Background: an optimization exercise with open tools, aiming at small area. Do not read the settings as production practice.
The RTL was checked by simulation tests, not by an equivalence proof against the original design.

## job 7551
==> flow/design.v <==
package link_test_pkg;
   localparam int frame_bits   = 64;
   localparam int payload_bits = 48;
   localparam int k_bits       = 8;  
   localparam logic [15:0]           comma_word   = 16'h50bc;
   localparam logic [frame_bits-1:0] start_word   = {8{8'hfc}};
   localparam logic [frame_bits-1:0] bonding_word = {8'hdc, 8'hfb, 8'hfe, 8'h1c, 32'h9999_9999};
   localparam logic [k_bits-1:0]     start_k      = 8'hff;
   localparam logic [k_bits-1:0]     bonding_k    = 8'hf0;  
   localparam logic [k_bits-1:0]     payload_k    = 8'h01;  
   localparam logic [71:0] start_frame   = {start_word, start_k};
   localparam logic [71:0] bonding_frame = {bonding_word, bonding_k};
   localparam int restart_period = 100;  
   localparam int period_bits    = $clog2(restart_period + 1);
   localparam logic [payload_bits-1:0] prbs_seed = payload_bits'(1);
   localparam logic [payload_bits-1:0] prbs_p2   = payload_bits'(4);  
   localparam int err_count_bits  = 32;
   localparam int good_count_bits = 42;
   function automatic logic [payload_bits-1:0] prbs_step(input logic [payload_bits-1:0] s);
      prbs_step = {s[46:0], s[47] ^ s[46] ^ s[20] ^ s[19]};
   endfunction
endpackage
`timescale 1ns/100ps
module prbs_gen (
   input  logic                                   clock_async,
   input  logic                                   restart,
   output logic [link_test_pkg::payload_bits-1:0] state
);
   always_ff @(posedge clock_async) begin
      if (restart)
         state <= link_test_pkg::prbs_seed;
      else
         state <= link_test_pkg::prbs_step(state);
   end
endmodule
`timescale 1ns/100ps
module tx_framer (
   input  logic         clock_async,
   input  logic         reset,
   input  logic         err_pulse,
   output logic [71:0]  frame
);
   localparam logic [47:0] mk_pl = link_test_pkg::start_frame[71:24];
   localparam logic [47:0] bd_pl = link_test_pkg::bonding_frame[71:24];
   logic [47:0] payload;
   logic        after_reset;  
   logic        err;
   logic        at_last, at_mk, at_bd;
   assign at_last = after_reset | (payload[40] & payload[6]);
   assign at_mk   = payload[13] & payload[2];
   assign at_bd   = payload[19] & payload[8];
   always_ff @(posedge clock_async) begin
      after_reset <= reset;
      if (at_last)
         payload <= mk_pl;
      else if (at_mk)
         payload <= bd_pl;
      else if (at_bd)
         payload <= link_test_pkg::prbs_p2;
      else
         payload <= link_test_pkg::prbs_step(payload);
      err <= err_pulse & ~at_last & ~at_mk;
   end
   always_comb begin
      if (at_mk) begin
         frame[23:0] = link_test_pkg::start_frame[23:0];
      end else if (at_bd) begin
         frame[23:0] = link_test_pkg::bonding_frame[23:0];
      end else begin
         frame[23:8] = link_test_pkg::comma_word;
         frame[7:0]  = link_test_pkg::payload_k;
      end
      frame[71:24] = payload ^ {47'd0, err};
   end
endmodule
`timescale 1ns/100ps
module lane_checker (
   input  logic         clock_async,
   input  logic         reset,
   input  logic         clear_counts,
   input  logic [71:0]  rx_frame,
   output logic [74:0]  status
);
   logic        start_detect;
   logic        bonding_detect;
   logic        waiting_for_start;
   logic        waiting_for_bonding;
   logic        ready;
   logic [47:0] prbs_state;
   logic [47:0] prbs_next;
   logic        differs;      
   logic        cmp_error;    
   logic        link_error;
   assign start_detect   = (rx_frame == link_test_pkg::start_frame);
   assign bonding_detect = (rx_frame == link_test_pkg::bonding_frame);
   localparam logic [47:0] prbs_pol = {24{2'b10}};
   logic [47:0] prbs_q;
   always_ff @(posedge clock_async) begin
      if (start_detect)
         prbs_q <= link_test_pkg::prbs_seed ^ prbs_pol;
      else
         prbs_q <= link_test_pkg::prbs_step(prbs_state) ^ prbs_pol;
   end
   assign prbs_state = prbs_q ^ prbs_pol;
   assign prbs_next = link_test_pkg::prbs_step(prbs_state);
   assign differs   = (rx_frame[71:8] != {prbs_next, link_test_pkg::comma_word});
   always_ff @(posedge clock_async) begin
      if (reset) begin
         waiting_for_start   <= 1'b1;
         waiting_for_bonding <= 1'b1;
         ready               <= 1'b0;
      end else begin
         if (start_detect)
            waiting_for_start <= 1'b0;
         if (bonding_detect && !waiting_for_start)
            waiting_for_bonding <= 1'b0;
         if (bonding_detect && !waiting_for_bonding)
            ready <= 1'b1;
      end
   end
   always_ff @(posedge clock_async) begin
      cmp_error  <= ready & differs & ~start_detect & ~bonding_detect;
      link_error <= cmp_error;
   end
   lane_counters i_counters (
      .clock_async (clock_async),
      .clr         (clear_counts | ~ready),
      .link_error  (link_error),
      .error_count (status[73:42]),
      .good_count  (status[41:0])
   );
   assign status[74] = ready;
endmodule
module lane_counters (
   input  logic        clock_async,
   input  logic        clr,
   input  logic        link_error,
   output logic [31:0] error_count,
   output logic [41:0] good_count
);
   logic [31:0] e_d;
   logic [41:0] g_d;
   logic [7:0]  e_all;    
   logic [10:0] g_all;
   logic [8:0]  e_c;      
   logic [11:0] g_c;
   logic        cnt_maxed;
   for (genvar b = 0; b < 8; b++) begin : g_eall
      cnt_and #(.N(4)) u (.a(error_count[4*b +: 4]), .y(e_all[b]));
   end
   for (genvar b = 0; b < 10; b++) begin : g_gall
      cnt_and #(.N(4)) u (.a(good_count[4*b +: 4]), .y(g_all[b]));
   end
   cnt_and #(.N(2)) u_gall_top (.a(good_count[41:40]), .y(g_all[10]));
   assign cnt_maxed = (&e_all) | (&g_all);
   assign e_c[0]    = ~cnt_maxed & link_error;
   assign g_c[0]    = ~cnt_maxed & ~link_error;
   for (genvar b = 0; b < 8; b++) begin : g_eblk
      cnt_blk #(.W(4)) u (.q(error_count[4*b +: 4]), .cin(e_c[b]), .clr(clr), .d(e_d[4*b +: 4]));
      cnt_and #(.N(2)) u_c (.a({e_c[b], e_all[b]}), .y(e_c[b+1]));
   end
   for (genvar b = 0; b < 10; b++) begin : g_gblk
      cnt_blk #(.W(4)) u (.q(good_count[4*b +: 4]), .cin(g_c[b]), .clr(clr), .d(g_d[4*b +: 4]));
      cnt_and #(.N(2)) u_c (.a({g_c[b], g_all[b]}), .y(g_c[b+1]));
   end
   cnt_blk #(.W(2)) u_gblk_top (.q(good_count[41:40]), .cin(g_c[10]), .clr(clr), .d(g_d[41:40]));
   assign g_c[11] = 1'b0;  
   always_ff @(posedge clock_async) begin
      error_count <= e_d;
      good_count  <= g_d;
   end
endmodule
module cnt_blk #(parameter int W = 4) (
   input  logic [W-1:0] q,
   input  logic         cin,
   input  logic         clr,
   output logic [W-1:0] d
);
   logic [W-1:0] cn;  
   cnt_bit u_b0 (.q(q[0]), .c(cin), .clr(clr), .d(d[0]));
   for (genvar i = 1; i < W; i++) begin : g_bit
      cnt_nand #(.N(i+1)) u_n (.a({cin, q[i-1:0]}), .y(cn[i]));
      cnt_bitn u_b (.q(q[i]), .cn(cn[i]), .clr(clr), .d(d[i]));
   end
   assign cn[0] = ~cin;
endmodule
module cnt_bit (input logic q, input logic c, input logic clr, output logic d);
   assign d = ~clr & (q ^ c);
endmodule
module cnt_bitn (input logic q, input logic cn, input logic clr, output logic d);
   assign d = ~clr & ~(q ^ cn);
endmodule
module cnt_and #(parameter int N = 2) (input logic [N-1:0] a, output logic y);
   assign y = &a;
endmodule
module cnt_nand #(parameter int N = 2) (input logic [N-1:0] a, output logic y);
   assign y = ~&a;
endmodule
`timescale 1ns/100ps
module tester_controls (
   input  logic clock_async,
   input  logic reset,
   input  logic inj_err,
   input  logic cnt_clear,
   output logic err_pulse,
   output logic clear_counts
);
   logic [1:0] inj_sr;  
   always_ff @(posedge clock_async) begin
      inj_sr       <= {inj_sr[0], inj_err & ~reset};
      err_pulse    <= inj_sr[0] & ~inj_sr[1];  
      clear_counts <= cnt_clear;               
   end
endmodule
`timescale 1ns/100ps
module prbs_link_tester (
   input  logic                        clock_async,
   input  logic                        reset,
   input  logic                        inj_err,
   input  logic                        cnt_clear,
   output logic [71:0]                 tx_frame0,
   output logic [71:0]                 tx_frame1,
   input  logic [71:0]                 rx_frame0,
   input  logic [71:0]                 rx_frame1,
   output logic [74:0]                 status0,
   output logic [74:0]                 status1
);
   logic        err_pulse;
   logic        clear_counts;
   logic [71:0] tx_frame;
   tester_controls i_controls (
      .clock_async  (clock_async),
      .reset        (reset),
      .inj_err      (inj_err),
      .cnt_clear    (cnt_clear),
      .err_pulse    (err_pulse),
      .clear_counts (clear_counts)
   );
   tx_framer i_framer (
      .clock_async (clock_async),
      .reset       (reset),
      .err_pulse   (err_pulse),
      .frame       (tx_frame)
   );
   assign tx_frame0 = tx_frame;
   assign tx_frame1 = tx_frame;
   lane_checker i_lane0 (
      .clock_async  (clock_async),
      .reset        (reset),
      .clear_counts (clear_counts),
      .rx_frame     (rx_frame0),
      .status       (status0)
   );
   lane_checker i_lane1 (
      .clock_async  (clock_async),
      .reset        (reset),
      .clear_counts (clear_counts),
      .rx_frame     (rx_frame1),
      .status       (status1)
   );
endmodule
clock: 4.0 ns
lec_check: 0
cap_margin: 20
core_margin: 2
core_utilization: 40
slew_margin: 20
synth_hierarchical: 1
standard.sh (not shown) runs the stock make flow with config.mk's settings and CLKGATE_MAP_FILE= SYNTH_SCRIPT=/design/flow/synth_recipe.tcl, a recipe that flattens the netlist after the stock synthesis.
==> flow/flow/run.sh <==
#!/bin/bash
# Standard ORFS layout with three changes: combinational cells come out of
# synthesis at drive strength 1 (placement repair sizes up what needs it),
# ports are buffered with the smallest buffer, and CTS uses small clock
# buffers in clusters of at most 10 sinks, without dummy loads.
set -euo pipefail
CTS="-sink_clustering_enable -repair_clock_nets -buf_list sky130_fd_sc_hd__clkbuf_4 -root_buf sky130_fd_sc_hd__clkbuf_8 -dont_use_dummy_load -sink_clustering_size 10 -sink_clustering_max_diameter 40"
ARGS=("BUFFER_PORTS_ARGS=-buffer_cell sky130_fd_sc_hd__buf_1" "CTS_ARGS=$CTS")
bash standard.sh "${ARGS[@]}" synth > orfs_synth.log 2>&1
RES=orfs/results/sky130hd/prbs_link_tester/base
PLATFORM_DIR=$FLOW_HOME/platforms/sky130hd ODB=$RES/1_synth.odb \
  openroad -no_init -exit flow/downsize.tcl > downsize.log 2>&1
bash standard.sh "${ARGS[@]}" finish > orfs_make.log 2>&1
==> flow/flow/downsize.tcl <==
# Swap every combinational cell that synthesis gave a drive strength above 1
# for the same cell at strength 1; the placement repair sizes up again
# whatever then needs it.
read_lef $::env(PLATFORM_DIR)/lef/sky130_fd_sc_hd.tlef
read_lef $::env(PLATFORM_DIR)/lef/sky130_fd_sc_hd_merged.lef
read_db $::env(ODB)
set db [ord::get_db]
set n 0
foreach inst [[ord::get_db_block] getInsts] {
  set m [[$inst getMaster] getName]
  if {[regexp {^(sky130_fd_sc_hd__[a-z0-9]+)_([0-9]+)$} $m -> base drive]} {
    if {$drive > 1 && ![string match "*df*" $base] && ![string match "*buf*" $base] && ![string match "*conb*" $base]} {
      set small [$db findMaster ${base}_1]
      if {$small != "NULL"} {
        $inst swapMaster $small
        incr n
      }
    }
  }
}
puts "downsized $n instances"
write_db $::env(ODB)
Job 7551 finished every stage and its layout cleared the timing, design-rule and antenna checks.
For job 303, these inputs were changed with respect to job 7551:
==> flow/flow/run.sh <==
#!/bin/bash
# Standard ORFS layout with two changes: ports are buffered with the
# smallest buffer, and CTS uses small clock buffers in larger clusters,
# without dummy loads.
set -euo pipefail
CTS="-sink_clustering_enable -repair_clock_nets -buf_list sky130_fd_sc_hd__clkbuf_4 -root_buf sky130_fd_sc_hd__clkbuf_8 -dont_use_dummy_load ${CTS_EXTRA:--sink_clustering_size 10 -sink_clustering_max_diameter 40}"
bash standard.sh \
  "BUFFER_PORTS_ARGS=-buffer_cell sky130_fd_sc_hd__buf_1" \
  "CTS_ARGS=$CTS" \
  RECOVER_POWER=100 \
  finish > orfs_make.log 2>&1
removed: flow/flow/downsize.tcl
==> results.txt <==
Post-layout utilization of the core, job 303 and job 7551, higher one = job 7551.
Looking at design area, job 303 sits 78 µm² above job 7551.
Job 7551 ended up with fewer cell instances than job 303 did.
Looking across job 303 and job 7551, the single run that reached the end with no open violations was job 7551.
[job 303] flow finished | final checks: failed | reasons: capacitance limit, slew limit

==> separate check: timing with driven ports <==
In the flow no input, the clock included, has a driving cell. The finished layouts below were timed again as built, in two steps. Step 1 assumes that a clkbuf_16 drives the clock port and a buf_2 every other input. Step 2, shift: input delay + t, output delay - t, t = (earliest + latest rising clock arrival at the registers) / 2. This alone moves slack from input paths to output paths. Slacks: ideal ports / drivers / drivers and shift; pairs: ideal ports / drivers.
| run | t (ns) | setup slack, ns | worst setup path after step 2 |
|---|---|---|---|
| job 7551 | 0.570 | 0.298 / 0.298 / 0.298 | register to register |
| job 303 | 0.579 | 0.358 / 0.358 / 0.358 | register to register |
